Background: an optimization exercise with open tools, aiming at small area, a short achievable clock period and few clock cycles. Do not read the settings as production practice.
In this exercise RTL edits were held to simulation tests only and were not proved equivalent to the original.
Power is estimated from default activity; no workload was simulated.

Design start_length_end_deframer_unit, start of the top module:
module start_length_end_deframer_unit (
  input  logic       clk,
  input  logic       rst_n,
  input  logic       in_tvalid,
  output logic       in_tready,
  input  logic [7:0] in_tdata,    
  output logic       out_tvalid,
  input  logic       out_tready,
  output logic [7:0] out_tdata,   
  output logic       out_tlast,
  output logic [1:0] out_tuser    
);
For scale: about 2200 cells after synthesis, ~620 flip-flops, about 25 I/O pins.
==> flow/config.mk <==
export PLATFORM = sky130hd
export DESIGN_NAME = start_length_end_deframer_unit
export DESIGN_NICKNAME = start_length_end_deframer_unit
export VERILOG_FILES = /design/flow/design.v
export SDC_FILE = /design/flow/constraint.sdc
export NUM_CORES = 4
export LEC_CHECK = 0
export ABC_AREA = 1
export CAP_MARGIN = 20
export CORE_MARGIN = 2
export CORE_UTILIZATION = 55
export CTS_CLUSTER_DIAMETER = 70
export CTS_CLUSTER_SIZE = 28
export SETUP_SLACK_MARGIN = 3.5
export SLEW_MARGIN = 20
==> flow/constraint.sdc <==
create_clock -name core_clock -period 5.5 [get_ports {clk}]
set_input_delay 1.1000 -clock core_clock [delete_from_list [all_inputs] [get_ports {clk}]]
set_output_delay 1.1000 -clock core_clock [all_outputs]
set_load 0.01 [all_outputs]
run.sh (not shown) runs the stock make flow with config.mk's settings and CLKGATE_MAP_FILE= SYNTH_SCRIPT=/design/flow/synth_recipe.tcl, a recipe that flattens the netlist after the stock synthesis.
The starting point finished with timing, DRC and antenna clean.
Testbench counts at the start, summed over its fixed seeds: cycles 12,679.
Edit:
--- a/flow/config.mk
+++ b/flow/config.mk
@@ -9,7 +9,7 @@
 export CAP_MARGIN = 20
 export CORE_MARGIN = 2
-export CORE_UTILIZATION = 55
+export CORE_UTILIZATION = 70
 export CTS_CLUSTER_DIAMETER = 70
 export CTS_CLUSTER_SIZE = 28
-export SETUP_SLACK_MARGIN = 3.5
+export SETUP_SLACK_MARGIN = 3.6
 export SLEW_MARGIN = 20
=>
- final cell count decreases slightly
- worst setup slack got worse by 0.67 ns
- wire length came out higher by a quarter to a third
- sequential power hardly moves
- final area goes up by a few percent
- die area fell by about a fifth
Edit:
--- a/flow/config.mk
+++ b/flow/config.mk
@@ -9,7 +9,7 @@
 export CAP_MARGIN = 20
 export CORE_MARGIN = 2
-export CORE_UTILIZATION = 70
-export CTS_CLUSTER_DIAMETER = 70
-export CTS_CLUSTER_SIZE = 28
-export SETUP_SLACK_MARGIN = 3.6
+export CORE_UTILIZATION = 55
+export CTS_CLUSTER_DIAMETER = 60
+export CTS_CLUSTER_SIZE = 25
+export SETUP_SLACK_MARGIN = 3.0
 export SLEW_MARGIN = 20
Global-route usage falls by 11 points; cell count falls by 0.59%; sequential power stays flat; worst setup slack improves by 0.43 ns.
Edit:
--- a/flow/config.mk
+++ b/flow/config.mk
@@ -12,4 +12,4 @@
 export CTS_CLUSTER_DIAMETER = 60
 export CTS_CLUSTER_SIZE = 25
-export SETUP_SLACK_MARGIN = 3.0
+export SETUP_SLACK_MARGIN = 3.2
 export SLEW_MARGIN = 20
Effect: The changed run ran to the end with no violations. Hold slack gets worse by 0.0044 ns. Design area climbs by 0.95%. Worst setup slack improved by 0.15 ns. Via count rose by 0.51%. Final cell count came out higher by 0.70%.
Edit:
--- a/flow/config.mk
+++ b/flow/config.mk
@@ -10,6 +10,7 @@
 export CORE_MARGIN = 2
 export CORE_UTILIZATION = 55
-export CTS_CLUSTER_DIAMETER = 60
-export CTS_CLUSTER_SIZE = 25
-export SETUP_SLACK_MARGIN = 3.2
+export CTS_CLUSTER_DIAMETER = 70
+export CTS_CLUSTER_SIZE = 28
+export SETUP_SLACK_MARGIN = 3.4
 export SLEW_MARGIN = 20
+export TNS_END_PERCENT = 10
Synthesized cell count does not change.
Worst setup slack improved by 0.081 ns.
Via count went up by a few percent.
Worst hold slack improved by 0.0098 ns.
Combinational power went up by about a fifth.
Register-to-register slack improved by 0.13 ns.
Die area stays the same.
Cell area went up by a few percent.
Sequential power hardly moves.
Cell count went up slightly.
Count of clock-buffer cells in the layout went down by 6.


The RTL this note starts from:
==> flow/design.v <==
package sled_pkg;
  localparam int BUF_BYTES = 64;    
  localparam int STORE     = 62;    
  localparam int AGE_W     = 6;     
  localparam int GRP       = 16;    
  localparam int GRP_W     = $clog2(GRP);
  localparam int NGRP      = 64 / GRP;
  localparam logic [7:0] START_MARK = 8'h50;
  localparam logic [7:0] END_MARK   = 8'h45;
  localparam logic [1:0] KIND_PAYLOAD  = 2'd0;
  localparam logic [1:0] KIND_EMPTY    = 2'd1;
  localparam logic [1:0] KIND_OVERFLOW = 2'd2;
endpackage
import sled_pkg::*;
module sled_ram #(
  parameter int DEPTH = STORE
) (
  input  logic               clk,
  input  logic [DEPTH-1:0]   en,
  input  logic [7:0]         wdata,
  output logic [DEPTH*8-1:0] bytes_o
);
  logic [7:0] sr [DEPTH];
  always_ff @(posedge clk) begin
    if (en[0]) sr[0] <= wdata;
    for (int k = 1; k < DEPTH; k++) begin
      if (en[k]) sr[k] <= sr[k-1];
    end
  end
  always_comb begin
    for (int k = 0; k < DEPTH; k++) bytes_o[k*8 +: 8] = sr[k];
  end
endmodule
import sled_pkg::*;
module sled_front (
  input  logic       clk,
  input  logic       rst_n,
  input  logic       in_tvalid,
  output logic       in_tready,
  input  logic [7:0] in_tdata,
  output logic       q_valid,
  output logic [7:0] q_data,
  output logic       q_is_end,
  input  logic       room_n
);
  logic rdy_r;
  assign in_tready = rdy_r;
  assign q_valid   = in_tvalid && rdy_r;
  assign q_data    = in_tdata;
  assign q_is_end  = (in_tdata == END_MARK);
  always_ff @(posedge clk) begin
    if (!rst_n) begin
      rdy_r <= 1'b0;
    end else begin
      rdy_r <= room_n;
    end
  end
endmodule
import sled_pkg::*;
module sled_back (
  input  logic               clk,
  input  logic               rst_n,
  input  logic               q_valid,
  input  logic [7:0]         q_data,
  input  logic               q_is_end,
  output logic [STORE-1:0]   en,
  output logic               room_n,
  input  logic [STORE*8-1:0] bytes_i,
  output logic               out_tvalid,
  input  logic               out_tready,
  output logic [7:0]         out_tdata,
  output logic               out_tlast,
  output logic [1:0]         out_tuser
);
  logic [7:0]       hgt_r;
  logic [6:0]       lgt_r;
  logic             full_r;
  logic             has_r;
  logic             gh_r [NGRP];
  logic [GRP_W-1:0] gi_r [NGRP];
  logic [STORE-1:0] tag_r;        
  logic             prev_t_r;     
  logic             prev_z_r;     
  logic             s0v_r, s1v_r;
  logic [7:0]       s0d_r, s1d_r;
  logic             s0l_r, s1l_r;
  logic [1:0]       s0k_r, s1k_r;
  logic [7:0] b [STORE];
  always_comb begin
    for (int k = 0; k < STORE; k++) b[k] = bytes_i[k*8 +: 8];
  end
  logic consume, complete, ovf;
  assign consume  = q_valid;
  assign complete = consume && q_is_end && has_r;
  assign full_r   = hgt_r[7];
  assign ovf      = consume && !complete && full_r;
  logic [STORE-1:0] in_buf;
  logic [STORE-1:0] cand;
  always_comb begin
    for (int q = 0; q < STORE; q++) begin
      in_buf[q] = ((q / 8 == 0) || hgt_r[(q / 8 + 7) % 8]) &&
                  (hgt_r[q / 8] || ((q % 8 < 7) && lgt_r[(q % 8) % 7]));
    end
    cand[0] = (q_data == 8'd0) && (b[0] == START_MARK) && in_buf[0];
    for (int q = 1; q < STORE; q++) begin
      cand[q] = (b[q-1] == 8'(q)) && (b[q] == START_MARK) && in_buf[q];
    end
  end
  logic             has_n;
  logic             gh_n [NGRP];
  logic [GRP_W-1:0] gi_n [NGRP];
  always_comb begin
    for (int g = 0; g < NGRP; g++) begin
      gh_n[g] = 1'b0;
      gi_n[g] = '0;
      for (int k = 0; k < GRP; k++) begin
        if (g * GRP + k < STORE && cand[g*GRP+k]) begin
          gh_n[g] = 1'b1;
          gi_n[g] = GRP_W'(k);
        end
      end
    end
    has_n = 1'b0;
    for (int g = 0; g < NGRP; g++) has_n = has_n || gh_n[g];
  end
  logic [AGE_W-1:0] best;
  always_comb begin
    best = '0;
    for (int g = 0; g < NGRP; g++) begin
      if (gh_r[g]) best = {(AGE_W-GRP_W)'(g), gi_r[g]};
    end
  end
  logic s_full, tap, adv;
  assign s_full = s0v_r && s1v_r;
  assign tap    = tag_r[STORE-1];
  assign adv    = !(tap && s_full);
  always_comb begin
    for (int k = 0; k < STORE; k++) en[k] = consume || (adv && !in_buf[k]);
  end
  logic       tap_empty;
  logic       res_v, res_l;
  logic [7:0] res_d;
  logic [1:0] res_k;
  assign tap_empty = !prev_t_r && prev_z_r;   
  always_comb begin
    res_v = (tap && adv) || ovf;
    if (full_r) begin
      res_d = 8'd0;
      res_l = 1'b1;
      res_k = KIND_OVERFLOW;
    end else if (tap_empty) begin
      res_d = 8'd0;
      res_l = 1'b1;
      res_k = KIND_EMPTY;
    end else begin
      res_d = b[STORE-1];
      res_l = !tag_r[STORE-2];
      res_k = KIND_PAYLOAD;
    end
  end
  logic pop;
  logic s0v_n, s1v_n;
  assign pop = s0v_r && out_tready;
  always_comb begin
    s0v_n = s0v_r;
    s1v_n = s1v_r;
    if (pop) begin
      s0v_n = s1v_r;
      s1v_n = 1'b0;
    end
    if (res_v) begin
      if (!s0v_n) s0v_n = 1'b1;
      else        s1v_n = 1'b1;
    end
    room_n = !(s0v_n && s1v_n);
  end
  always_ff @(posedge clk) begin
    if (!rst_n) begin
      hgt_r    <= '0;
      lgt_r    <= '0;
      has_r    <= 1'b0;
      tag_r    <= '0;
      s0v_r    <= 1'b0;
      s1v_r    <= 1'b0;
    end else begin
      if (consume) begin
        if (complete) begin
          hgt_r <= '0;
          lgt_r <= '0;
        end else if (!full_r) begin
          if (lgt_r[6]) begin
            lgt_r <= '0;
            hgt_r <= {hgt_r[6:0], 1'b1};
          end else begin
            lgt_r <= {lgt_r[5:0], 1'b1};
          end
        end
        has_r <= has_n && !complete;
      end
      if (en[0]) tag_r[0] <= complete && (best == '0);
      for (int k = 1; k < STORE; k++) begin
        if (en[k]) tag_r[k] <= (complete && (best >= AGE_W'(k))) || tag_r[k-1];
      end
      s0v_r <= s0v_n;
      s1v_r <= s1v_n;
    end
    if (consume) begin
      for (int g = 0; g < NGRP; g++) begin
        gh_r[g] <= gh_n[g];
        gi_r[g] <= gi_n[g];
      end
    end
    if (en[STORE-1]) begin
      prev_t_r <= tag_r[STORE-1];
      prev_z_r <= (b[STORE-1] == 8'd0);
    end
    if (pop || !s0v_r) begin
      if (s1v_r) begin
        s0d_r <= s1d_r;
        s0l_r <= s1l_r;
        s0k_r <= s1k_r;
      end else begin
        s0d_r <= res_d;
        s0l_r <= res_l;
        s0k_r <= res_k;
      end
    end
    if (pop || !s1v_r) begin
      s1d_r <= res_d;
      s1l_r <= res_l;
      s1k_r <= res_k;
    end
  end
  assign out_tvalid = s0v_r;
  assign out_tdata  = s0d_r;
  assign out_tlast  = s0l_r;
  assign out_tuser  = s0k_r;
endmodule
import sled_pkg::*;
module start_length_end_deframer_unit (
  input  logic       clk,
  input  logic       rst_n,
  input  logic       in_tvalid,
  output logic       in_tready,
  input  logic [7:0] in_tdata,    
  output logic       out_tvalid,
  input  logic       out_tready,
  output logic [7:0] out_tdata,   
  output logic       out_tlast,
  output logic [1:0] out_tuser    
);
  logic               q_valid;
  logic [7:0]         q_data;
  logic               q_is_end;
  logic               room_n;
  logic [STORE-1:0]   en;
  logic [STORE*8-1:0] bytes;
  sled_front u_front (
    .clk       (clk),
    .rst_n     (rst_n),
    .in_tvalid (in_tvalid),
    .in_tready (in_tready),
    .in_tdata  (in_tdata),
    .q_valid   (q_valid),
    .q_data    (q_data),
    .q_is_end  (q_is_end),
    .room_n    (room_n)
  );
  sled_ram u_ram (
    .clk     (clk),
    .en      (en),
    .wdata   (q_data),
    .bytes_o (bytes)
  );
  sled_back u_back (
    .clk        (clk),
    .rst_n      (rst_n),
    .q_valid    (q_valid),
    .q_data     (q_data),
    .q_is_end   (q_is_end),
    .en         (en),
    .room_n     (room_n),
    .bytes_i    (bytes),
    .out_tvalid (out_tvalid),
    .out_tready (out_tready),
    .out_tdata  (out_tdata),
    .out_tlast  (out_tlast),
    .out_tuser  (out_tuser)
  );
endmodule
Settings: LEC_CHECK=0, ABC_AREA=1, CAP_MARGIN=20, CORE_MARGIN=2, CORE_UTILIZATION=55, CTS_CLUSTER_DIAMETER=60, CTS_CLUSTER_SIZE=25, SETUP_SLACK_MARGIN=3.6, SLEW_MARGIN=20; clock period 5.5 ns.
The starting point passed the timing, design-rule and antenna checks.
Testbench counts at the start, summed over its fixed seeds: cycles 12,679.
Then changed:
CTS_CLUSTER_DIAMETER = 70   (was 60)
CTS_CLUSTER_SIZE = 28   (was 25)
SETUP_SLACK_MARGIN = 3.4   (was 3.6)
The changed run went through all stages and came out clean. Total power goes down by a few percent. Worst hold slack gains 0.0094 ns. Via count goes down by a few percent. Cell count goes down by a few percent. Setup slack loses 0.047 ns. Critical path depth goes down by 1. Sequential power barely changes. Design area goes down by a little under a tenth.
Then changed:
CTS_CLUSTER_DIAMETER = 60   (was 70)
CTS_CLUSTER_SIZE = 25   (was 28)
The changed run passed the timing, design-rule and antenna checks; utilization climbs by 0.37 points; synthesized cell count does not change; maximum frequency drops by 1.0%; synthesized area does not change; hold slack barely changes; first-iteration DRC count drops by 8.3%; wire length barely changes.

## afterwards: timing with drivers on the ports
In the flow no input, the clock included, has a driving cell. The finished layouts below were timed again as built, in two steps. Step 1 assumes that a clkbuf_16 drives the clock port and a buf_2 every other input. Step 2 also shifts input and output timing later by t, the mid clock arrival at the registers, as if the neighbouring blocks saw the same clock. a / b / c = no drivers / after step 1 / after step 2; a / b = the first two.
run	shift t [ns]	setup slack, ns	hold WS [ns]	clock arrival spread, ns	worst data-port slew with drivers (ns)
the first run of note 1	0.637	3.279 / 3.228 / 2.769	0.437 / 0.437 / 0.437	0.027 / 0.027	0.05
the second run of note 1	0.646	2.604 / 2.604 / 2.177	0.450 / 0.450 / 0.450	0.033 / 0.032	0.06
the third run of note 1	0.644	3.033 / 3.064 / 2.422	0.441 / 0.441 / 0.441	0.023 / 0.022	0.03
the fourth run of note 1	0.642	3.188 / 3.188 / 2.715	0.437 / 0.437 / 0.437	0.040 / 0.040	0.03
the fifth run of note 1	0.629	3.269 / 3.217 / 2.792	0.447 / 0.447 / 0.447	0.029 / 0.029	0.07
the first run of note 2	0.658	3.245 / 3.245 / 2.617	0.436 / 0.436 / 0.436	0.038 / 0.038	0.04
the second run of note 2	0.631	3.198 / 3.166 / 2.628	0.445 / 0.445 / 0.445	0.035 / 0.035	0.04
the third run of note 2	0.649	3.174 / 3.175 / 2.552	0.446 / 0.446 / 0.446	0.026 / 0.026	0.04
After both steps setup and hold are still met in every run listed. The setup slack of the first run of note 2, which loses most, moves by 0.000 ns with the drivers and by -0.628 ns with both steps.
